Background: an optimization exercise with open tools, aiming at small area, a short achievable clock period and few clock cycles per item. Do not read the settings as production practice.
In this exercise RTL edits were held to simulation tests only and were not proved equivalent to the original.

===== flow/design.v =====
`default_nettype none
package acsd_pkg;
  localparam int unsigned ChanW       = 6;
  localparam int unsigned SmpW        = 12;
  localparam int unsigned ScaledW     = 16;
  localparam int unsigned EnableW     = 64;
  localparam int unsigned CfgDataW    = 64;
  localparam int unsigned NumW        = SmpW + ScaledW;
  localparam int unsigned QuotW       = ScaledW + 1;
  localparam int unsigned QueueDepth  = 8;
  localparam int unsigned QueuePtrW   = $clog2(QueueDepth);
  localparam int unsigned QueueCountW = $clog2(QueueDepth + 1);
  typedef enum logic {
    REG_CHANNEL_ENABLE = 1'b0,
    REG_DEADBAND       = 1'b1
  } cfg_reg_e;
  typedef enum logic {
    KIND_SAMPLE = 1'b0,
    KIND_CLEAR  = 1'b1
  } item_kind_e;
  typedef struct packed {
    item_kind_e        kind;
    logic [ChanW-1:0]  channel;
    logic [SmpW-1:0]   raw_sample;
    logic              force_refresh;
  } in_item_t;
  typedef struct packed {
    logic [ChanW-1:0]   out_channel;
    logic [ScaledW-1:0] scaled_value;
    logic [SmpW-1:0]    smoothed_value;
  } out_item_t;
  typedef struct packed {
    logic              valid;
    logic [ChanW-1:0]  channel;
    logic [SmpW-1:0]   value;
  } report_t;
endpackage
`default_nettype wire
`default_nettype none
module acsd_update #(
  parameter int unsigned CHANNELS    = 64,
  parameter int unsigned SAMPLE_BITS = 12
) (
  input  logic                          clk_i,
  input  logic                          rst_ni,
  input  logic                          accept_i,
  input  acsd_pkg::in_item_t            item_i,
  input  logic [acsd_pkg::EnableW-1:0]  enable_i,
  input  logic [acsd_pkg::SmpW-1:0]     deadband_i,
  output acsd_pkg::report_t             report_o,
  output logic [1:0]                    busy_o
);
  localparam int unsigned IdxW      = (CHANNELS > 1) ? $clog2(CHANNELS) : 1;
  localparam int unsigned FullScale = (1 << SAMPLE_BITS) - 1;
  localparam logic [acsd_pkg::SmpW-1:0] SatLimit =
    (FullScale >= 4095) ? {acsd_pkg::SmpW{1'b1}} : acsd_pkg::SmpW'(FullScale);
  localparam int unsigned EntryW = 2 * acsd_pkg::SmpW;
  logic [EntryW-1:0] state_mem [CHANNELS];
  logic [EntryW-1:0] rd_data_q;
  logic              p1_valid_q;
  acsd_pkg::in_item_t          p1_item_q;
  logic              fwd_valid_q;
  logic [IdxW-1:0]   fwd_idx_q;
  logic [EntryW-1:0] fwd_data_q;
  logic [CHANNELS-1:0] seeded_q, seeded_d;
  acsd_pkg::report_t             report_q, report_d;
  logic [IdxW-1:0]   rd_idx, ch_idx;
  logic              in_range, is_sample, is_clear, was_seeded, hit;
  logic [EntryW-1:0] old_entry, wr_data;
  logic [acsd_pkg::SmpW-1:0]   old_avg, old_last, raw_sat, new_avg, move_abs;
  logic signed [acsd_pkg::SmpW+1:0] step, rounded, delta, sum;
  assign rd_idx = item_i.channel[IdxW-1:0];
  assign ch_idx = p1_item_q.channel[IdxW-1:0];
  always_ff @(posedge clk_i) begin
    rd_data_q <= state_mem[rd_idx];
    if (is_sample) begin
      state_mem[ch_idx] <= wr_data;
    end
  end
  always_ff @(posedge clk_i or negedge rst_ni) begin
    if (!rst_ni) begin
      p1_valid_q  <= 1'b0;
      fwd_valid_q <= 1'b0;
      seeded_q    <= '0;
      report_q    <= '0;
    end else begin
      p1_valid_q  <= accept_i;
      fwd_valid_q <= is_sample;
      seeded_q    <= seeded_d;
      report_q    <= report_d;
    end
  end
  always_ff @(posedge clk_i) begin
    if (accept_i) begin
      p1_item_q <= item_i;
    end
    fwd_idx_q  <= ch_idx;
    fwd_data_q <= wr_data;
  end
  always_comb begin
    in_range   = (32'(p1_item_q.channel) < CHANNELS);
    is_clear   = p1_valid_q && (p1_item_q.kind == acsd_pkg::KIND_CLEAR);
    is_sample  = p1_valid_q && (p1_item_q.kind == acsd_pkg::KIND_SAMPLE) && in_range &&
                 enable_i[p1_item_q.channel];
    was_seeded = seeded_q[ch_idx];
    old_entry = (fwd_valid_q && (fwd_idx_q == ch_idx)) ? fwd_data_q : rd_data_q;
    old_avg   = old_entry[EntryW-1:acsd_pkg::SmpW];
    old_last  = old_entry[acsd_pkg::SmpW-1:0];
    raw_sat = (p1_item_q.raw_sample > SatLimit) ? SatLimit : p1_item_q.raw_sample;
    step    = $signed({2'b00, raw_sat}) - $signed({2'b00, old_avg});
    rounded = step[acsd_pkg::SmpW+1] ? (step - (acsd_pkg::SmpW+2)'(4)) : (step + (acsd_pkg::SmpW+2)'(4));
    delta   = rounded >>> 3;
    sum     = $signed({2'b00, old_avg}) + delta;
    if (sum[acsd_pkg::SmpW+1]) begin
      new_avg = '0;
    end else if (sum > $signed({2'b00, SatLimit})) begin
      new_avg = SatLimit;
    end else begin
      new_avg = sum[acsd_pkg::SmpW-1:0];
    end
    move_abs = (new_avg >= old_last) ? (new_avg - old_last) : (old_last - new_avg);
    hit      = p1_item_q.force_refresh || (move_abs >= deadband_i);
    if (was_seeded) begin
      wr_data = {new_avg, hit ? new_avg : old_last};
    end else begin
      wr_data = {raw_sat, raw_sat};
    end
    seeded_d = seeded_q;
    if (is_clear) begin
      seeded_d = '0;
    end else if (is_sample) begin
      seeded_d[ch_idx] = 1'b1;
    end
    report_d.valid   = is_sample && was_seeded && hit;
    report_d.channel = p1_item_q.channel;
    report_d.value   = new_avg;
  end
  assign report_o = report_q;
  assign busy_o   = 2'(p1_valid_q) + 2'(report_q.valid);
endmodule
`default_nettype wire
`default_nettype none
module acsd_scale #(
  parameter int unsigned SAMPLE_BITS = 12
) (
  input  logic                clk_i,
  input  logic                rst_ni,
  input  acsd_pkg::report_t   report_i,
  output logic                push_o,
  output acsd_pkg::out_item_t push_data_o,
  output logic [1:0]          busy_o
);
  localparam int unsigned FullScale = (1 << SAMPLE_BITS) - 1;
  localparam int unsigned RecipW    = 33 - SAMPLE_BITS;
  localparam int unsigned ProdW     = acsd_pkg::NumW + RecipW;
  localparam logic [RecipW-1:0] Recip   = RecipW'((64'd1 << 32) / FullScale);
  localparam logic [acsd_pkg::NumW-1:0]   Half    = acsd_pkg::NumW'(FullScale / 2);
  localparam logic [acsd_pkg::QuotW-1:0]  FsQuot  = acsd_pkg::QuotW'(FullScale);
  localparam logic [acsd_pkg::NumW-1:0]   FsNum   = acsd_pkg::NumW'(FullScale);
  logic               a_valid_q, b_valid_q, c_valid_q;
  logic [acsd_pkg::ChanW-1:0]   a_ch_q, b_ch_q, c_ch_q;
  logic [acsd_pkg::SmpW-1:0]    a_avg_q, b_avg_q, c_avg_q;
  logic [acsd_pkg::NumW-1:0]    a_num_q, b_num_q, c_num_q;
  logic [acsd_pkg::QuotW-1:0]   b_quot_q, c_quot_q;
  logic [2*acsd_pkg::QuotW-1:0] c_back_q;
  logic [acsd_pkg::NumW-1:0]  num_d, rem;
  logic [ProdW-1:0] prod;
  logic [acsd_pkg::QuotW-1:0] quot;
  always_ff @(posedge clk_i or negedge rst_ni) begin
    if (!rst_ni) begin
      a_valid_q <= 1'b0;
      b_valid_q <= 1'b0;
      c_valid_q <= 1'b0;
    end else begin
      a_valid_q <= report_i.valid;
      b_valid_q <= a_valid_q;
      c_valid_q <= b_valid_q;
    end
  end
  assign num_d = acsd_pkg::NumW'({report_i.value, {acsd_pkg::ScaledW{1'b0}}}) - acsd_pkg::NumW'(report_i.value) + Half;
  assign prod  = a_num_q * Recip;
  always_ff @(posedge clk_i) begin
    a_ch_q   <= report_i.channel;
    a_avg_q  <= report_i.value;
    a_num_q  <= num_d;
    b_ch_q   <= a_ch_q;
    b_avg_q  <= a_avg_q;
    b_num_q  <= a_num_q;
    b_quot_q <= acsd_pkg::QuotW'(prod >> 32);
    c_ch_q   <= b_ch_q;
    c_avg_q  <= b_avg_q;
    c_num_q  <= b_num_q;
    c_quot_q <= b_quot_q;
    c_back_q <= b_quot_q * FsQuot;
  end
  always_comb begin
    rem  = c_num_q - acsd_pkg::NumW'(c_back_q);
    quot = (rem >= FsNum) ? (c_quot_q + acsd_pkg::QuotW'(1)) : c_quot_q;
    push_data_o.out_channel    = c_ch_q;
    push_data_o.scaled_value   = quot[acsd_pkg::ScaledW-1:0];
    push_data_o.smoothed_value = c_avg_q;
  end
  assign push_o = c_valid_q;
  assign busy_o = 2'(a_valid_q) + 2'(b_valid_q) + 2'(c_valid_q);
endmodule
`default_nettype wire
`default_nettype none
module acsd_fifo (
  input  logic                              clk_i,
  input  logic                              rst_ni,
  input  logic                              push_i,
  input  acsd_pkg::out_item_t               push_data_i,
  input  logic                              pop_i,
  output logic                              valid_o,
  output acsd_pkg::out_item_t               data_o,
  output logic [acsd_pkg::QueueCountW-1:0]  count_o
);
  logic [acsd_pkg::ChanW+acsd_pkg::ScaledW+acsd_pkg::SmpW-1:0] entry_q [acsd_pkg::QueueDepth];
  logic [acsd_pkg::QueuePtrW-1:0]   wr_ptr_q, wr_ptr_d, rd_ptr_q, rd_ptr_d;
  logic [acsd_pkg::QueueCountW-1:0] count_q, count_d;
  always_comb begin
    wr_ptr_d = push_i ? (wr_ptr_q + acsd_pkg::QueuePtrW'(1)) : wr_ptr_q;
    rd_ptr_d = pop_i  ? (rd_ptr_q + acsd_pkg::QueuePtrW'(1)) : rd_ptr_q;
    count_d  = count_q + acsd_pkg::QueueCountW'(push_i) - acsd_pkg::QueueCountW'(pop_i);
  end
  always_ff @(posedge clk_i or negedge rst_ni) begin
    if (!rst_ni) begin
      wr_ptr_q <= '0;
      rd_ptr_q <= '0;
      count_q  <= '0;
    end else begin
      wr_ptr_q <= wr_ptr_d;
      rd_ptr_q <= rd_ptr_d;
      count_q  <= count_d;
    end
  end
  always_ff @(posedge clk_i) begin
    if (push_i) begin
      entry_q[wr_ptr_q] <= push_data_i;
    end
  end
  assign valid_o = (count_q != '0);
  assign data_o  = entry_q[rd_ptr_q];
  assign count_o = count_q;
endmodule
`default_nettype wire
`default_nettype none
module adc_channel_smoother_deadband #(
  parameter int unsigned CHANNELS    = 64,
  parameter int unsigned SAMPLE_BITS = 12
) (
  input  logic         clk_i,
  input  logic         rst_ni,
  input  logic         sample_valid_i,
  output logic         sample_ready_o,
  input  logic         sample_kind_i,
  input  logic [5:0]   sample_channel_i,
  input  logic [11:0]  sample_raw_i,
  input  logic         sample_force_i,
  output logic         report_valid_o,
  input  logic         report_ready_i,
  output logic [5:0]   report_channel_o,
  output logic [15:0]  report_scaled_o,
  output logic [11:0]  report_smoothed_o,
  input  logic         cfg_valid_i,
  output logic         cfg_ready_o,
  input  logic         cfg_index_i,
  input  logic [63:0]  cfg_data_i
);
  localparam int unsigned CreditW = acsd_pkg::QueueCountW + 1;
  logic [acsd_pkg::EnableW-1:0]     enable_q;
  logic [acsd_pkg::SmpW-1:0]        deadband_q;
  logic                   accept;
  acsd_pkg::in_item_t               sample_data;
  acsd_pkg::out_item_t              report_data;
  acsd_pkg::report_t                report;
  logic [1:0]             busy_upd, busy_scl;
  logic                   push;
  acsd_pkg::out_item_t              push_data;
  logic [acsd_pkg::QueueCountW-1:0] queue_count;
  logic [CreditW-1:0]     committed;
  assign cfg_ready_o = 1'b1;
  always_ff @(posedge clk_i or negedge rst_ni) begin
    if (!rst_ni) begin
      enable_q   <= '0;
      deadband_q <= acsd_pkg::SmpW'(8);
    end else if (cfg_valid_i) begin
      if (cfg_index_i == acsd_pkg::REG_CHANNEL_ENABLE) begin
        enable_q   <= cfg_data_i;
      end else begin
        deadband_q <= cfg_data_i[acsd_pkg::SmpW-1:0];
      end
    end
  end
  assign sample_data.kind          = acsd_pkg::item_kind_e'(sample_kind_i);
  assign sample_data.channel       = sample_channel_i;
  assign sample_data.raw_sample    = sample_raw_i;
  assign sample_data.force_refresh = sample_force_i;
  assign committed      = CreditW'(queue_count) + CreditW'(busy_upd) + CreditW'(busy_scl);
  assign sample_ready_o = (committed < CreditW'(acsd_pkg::QueueDepth));
  assign accept         = sample_valid_i && sample_ready_o;
  acsd_update #(
    .CHANNELS    (CHANNELS),
    .SAMPLE_BITS (SAMPLE_BITS)
  ) u_update (
    .clk_i      (clk_i),
    .rst_ni     (rst_ni),
    .accept_i   (accept),
    .item_i     (sample_data),
    .enable_i   (enable_q),
    .deadband_i (deadband_q),
    .report_o   (report),
    .busy_o     (busy_upd)
  );
  acsd_scale #(
    .SAMPLE_BITS (SAMPLE_BITS)
  ) u_scale (
    .clk_i       (clk_i),
    .rst_ni      (rst_ni),
    .report_i    (report),
    .push_o      (push),
    .push_data_o (push_data),
    .busy_o      (busy_scl)
  );
  acsd_fifo u_fifo (
    .clk_i       (clk_i),
    .rst_ni      (rst_ni),
    .push_i      (push),
    .push_data_i (push_data),
    .pop_i       (report_valid_o && report_ready_i),
    .valid_o     (report_valid_o),
    .data_o      (report_data),
    .count_o     (queue_count)
  );
  assign report_channel_o  = report_data.out_channel;
  assign report_scaled_o   = report_data.scaled_value;
  assign report_smoothed_o = report_data.smoothed_value;
endmodule
`default_nettype wire

===== flow/run.sh =====
#!/bin/bash
# synth_recipe.tcl (not shown) runs the flow's synth.tcl, then flattens the netlist and writes it again
# the make line also repeats each setting of config.mk as NAME=value (left out here)
make -C /OpenROAD-flow-scripts/flow DESIGN_CONFIG=/design/flow/config.mk WORK_HOME=/design/flow/orfs CLKGATE_MAP_FILE= SYNTH_SCRIPT=/design/flow/synth_recipe.tcl finish

===== flow/config.mk =====
export PLATFORM = sky130hd
export DESIGN_NAME = adc_channel_smoother_deadband
export DESIGN_NICKNAME = adc_channel_smoother_deadband
export VERILOG_FILES = /design/flow/design.v
export SDC_FILE = /design/flow/constraint.sdc
export NUM_CORES = 4
export LEC_CHECK = 0
export CAP_MARGIN = 20
export CORE_MARGIN = 2
export CORE_UTILIZATION = 40
export SLEW_MARGIN = 20

===== flow/constraint.sdc =====
create_clock -name core_clock -period 13.0 [get_ports {clk_i}]
set_input_delay 2.6000 -clock core_clock [delete_from_list [all_inputs] [get_ports {clk_i}]]
set_output_delay 2.6000 -clock core_clock [all_outputs]
set_load 0.01 [all_outputs]

==> reports/metrics.yaml <==
cells_and_area:
  syn2layout_area_growth_pct: 15.0
  fill_cells: 19000
  drive_gt1_share_pct: 25.3
  nNetsFinal: 5586
  regArea_mm2: 0.0640
  final_cells: 8391
  multi_input_area_mm2: 0.0268
sta:
  grt_setup_unrepaired: "true"
  post-route-min-period_ns: 12.50
  finalCritPeriodShare_pct: 96.1
  hold_violations: 0
  hold_slack_ns: 0.315
  skew_ns: 0.0697
  fmaxAchievable_mhz: 80.0
  drv_slew: 0
  final-setup-viol-count: 0
  finalSetupTns_ns: 0
  setup_ws_ns: 0.503
  worst_pin_slew_ns: 1.13
  max_slew_margin_pct: 24.5
worst_setup_path:
  reg2regPathDepth: 54
  critPathSlowestCell: "or4_4"
  crit_path_start_kind: "register"
  critical_path_buf_inv_count: 2
  endpoint_kind: "register"
  cpMostUsedCell: "a21o_1"
  arrival_ns: 13.02
  cp.required_ns: 13.52
  regToRegSetupSlack_ns: 0.50
  crit_fanout: 17
  cp_top_family: "compound AO/OA/AOI/OAI gates"
  reg2reg_from: "u_update.p1_item_q[13]"
  cpPeakStageDelay_ns: 0.74
  worstSetupPathType: "reg2reg"
  timing.rr.end: "u_update.state_mem[17][11]"
synthesis:
  syn_nets: 5269
  synth_edf_count: 1828
  yosysMostFrequentCell: "edfxtp_1"
  yosysSeqAreaShare_pct: 69.7
  synth.distinct_cells: 88
  syn_inst: 4862
  yosysTopAreaCell: "edfxtp_1"
  synth_compound_area_share_pct: 3.25
  synth_top_family_by_area: "multiplexers"
  synth-xor-area-share_pct: 1.16
  synth_area_mm2: 0.0918
  yosys_warnings: 4
  synth-simple-area-share_pct: 2.80
  synthMuxAreaShare_pct: 15.9
  yosys-top-cells-count: "edfxtp_1, mux4_2, inv_1"
  netlist_top_cells_area: "edfxtp_1, mux4_2, dfxtp_1"
  async_flop_share_pct: 7.77
  synth_area_per_cell_um2: 18.9
  synth_top_area_share_pct: 59.8
  synthFlopType: "edfxtp_1"
  synth_seq_cells: 2239
  synthAdderAreaFrac_pct: 5.25
drt:
  drt-initial-drc-count: 5015
  drc: 0
  drt_wl_total_um: 239000
  num_vias: 47400
  drt-pass1-iter-count: 5
  vias_per_cell: 5.65
  postRouteAntennaNets: 0
  wl_per_cell_um: 28.5
clocking:
  clock-sinks: 2239
  clk_path_buf_depth: 3
  cts_made_buffers: 223
  htreeDepth: 4
  worstSkewPairLatency_ns: 0.89
  clk_pin_slew_ns: 0.06
  tritoncts: "yes"
  clock-root-buffer: "clkbuf_16"
floorplan:
  rows: 175
  die-area_mm2: 0.233
  core_region_area_mm2: 0.228
  start_util_pct: 40.3
  die_x_um: 483
  io_pins: 127
  die_h_um: 483
min_path:
  hold_path.class: "reg2reg"
  min_to: "u_scale.c_num_q[0]"
  hold_start: "u_scale.b_num_q[0]"
  hold_path_depth: 0
place:
  io_buffers: 125
  hpwl_um: 144000
  dpl_worst_slack_ns: -0.0927
  dp_cells: 7953
  gp_congestion: 0.848
run_status:
  status: "finished clean"
grt:
  gr-usage-all-layers_pct: 20.2
  antenna_found_initial: 22
  grt_pass1_vias: 48100
  grt_remaining_overflow: 0
  grt_max_degree: 103
  grt_pass1_wl_um: 344000
job:
  cap_violations: 0
## logic make-up after synthesis
logic type | Yosys count
AND/OR/NAND/NOR | 536
other | 1
flip-flops | 2239
buffers and inverters | 472
multiplexers | 723
AO/OA/AOI/OAI | 451
XOR/XNOR | 122
adder cells (fa/ha/maj) | 318
## worst max path at each step
stage	endpoint	slack, ns	depth (start not counted)	from
2_1_floorplan	u_update.state_mem[0][11]	0.04	60	u_update.p1_item_q[13]
3_3_place_gp	u_update.state_mem[46][6]	0.002	54	u_update.p1_item_q[13]
3_5_place_dp	u_update.state_mem[46][6]	-0.09	54	u_update.p1_item_q[13]
4_1_cts	u_update.state_mem[17][11]	0.02	54	u_update.p1_item_q[13]
5_1_grt	u_update.state_mem[17][11]	-0.008	54	u_update.p1_item_q[13]
6_report	u_update.state_mem[17][11]	0.50	54	u_update.p1_item_q[13]
## per-layer routing
layer  wire (um)  global-route usage [%]
met5          40                       0
met4        5660                    5.18
met3       17400                    3.26
met2      117000                    33.5
met1       99200                    27.9
## timing repair
item | CTS | global route
buffers inserted | 0 | 6
endpoints found under the setup margin | 64 | 780
pin swaps | 0 | 10
gates cloned | 0 | 3
gates resized for setup | 1 | 35
hold buffers | 0 | 0
## worst reg2reg max path, delay by kind of cell (launching register included)
| family | cells | cell delay, ns |
|---|---|---|
| AND/OR/NAND/NOR | 15 | 3.57 |
| adder cells (fa/ha/maj) | 5 | 1.52 |
| XOR/XNOR | 1 | 0.19 |
| AO/OA/AOI/OAI | 28 | 5.28 |
| flip-flops | 1 | 0.40 |
| buffers and inverters | 2 | 0.31 |
| multiplexers | 3 | 0.90 |
## flip-flops by register name (all words and copies together) (netlist names), 17 cells and up
signal               count
enable_q                64
u_fifo.entry_q         272
u_scale.a_num_q         24
u_scale.b_num_q         24
u_scale.b_quot_q        17
u_scale.c_back_q        27
u_scale.c_num_q         24
u_update.fwd_data_q     24
u_update.p1_item_q      20
u_update.rd_data_q      24
u_update.report_q       19
u_update.seeded_q       64
u_update.state_mem    1536
## layout by cell type (no fill, tap or decap), drive strengths merged, types with 16 or more instances in the layout
master / instances
dfxtp: 237
mux2: 129
fa: 112
xor2: 34
xnor2: 88
o22ai: 44
nand2b: 19
a21oi: 87
clkbuf: 293
clkinvlp: 19
inv: 276
and2: 16
clkdlybuf4s50: 118
edfxtp: 1828
nand3: 40
or3: 18
nand2: 135
nor4: 20
buf: 166
nor3: 41
mux4: 572
ha: 205
dfrtp: 173
o21ai: 107
nor2b: 23
a22o: 21
mux2i: 22
a22oi: 20
and3: 19
a21o: 52
clkinv: 91
nor2: 167
a31oi: 25
## layout make-up
type / count / area share (%)
diodes: 11 / 0.0261
clock buffers: 290 / 5.80
clock inverters: 127 / 1.15
inverters: 274 / 0.974
multi-input cells: 2154 / 25.4
flip-flops and latches: 2239 / 60.6
well taps: 3009 / 3.57
repair buffers: 287 / 2.48
## through the flow
stage	instance area, um^2	utilization (%)
4_1_cts	105000	46.3
6_report	106000	46.4
3_3_place_gp	98000	43.0
3_5_place_dp	98000	43.0
5_1_grt	106000	46.4
2_1_floorplan	91900	-
Testbench counts, summed over its fixed seeds: cycles 24,191, items 24,000.

[afterwards: timing with drivers on the ports]
No port has a modelled driver above. Below, the same layout with a new extraction and two added sets of constraints. Step 1 sets driving cells, clkbuf_16 on the clock port and buf_2 on the other inputs (assumed; they add their load-dependent delay and slew). Step 2 moves the port delays by t, midway between the first and last clock arrival at a register: inputs arrive t later, outputs are due t later. That takes back most of the time a late clock gives input paths. a / b / c = no drivers / after step 1 / after step 2; a / b = the first two.
shift t [ns]: 0.940
slack for setup (ns): 0.503 / 0.503 / 0.503
slew at the worst register clock pin (ns): 0.07 / 0.07
After both steps this run still meets setup and hold. For this run, drivers alone change the setup slack by 0.000 ns; drivers and shift together by 0.000 ns.
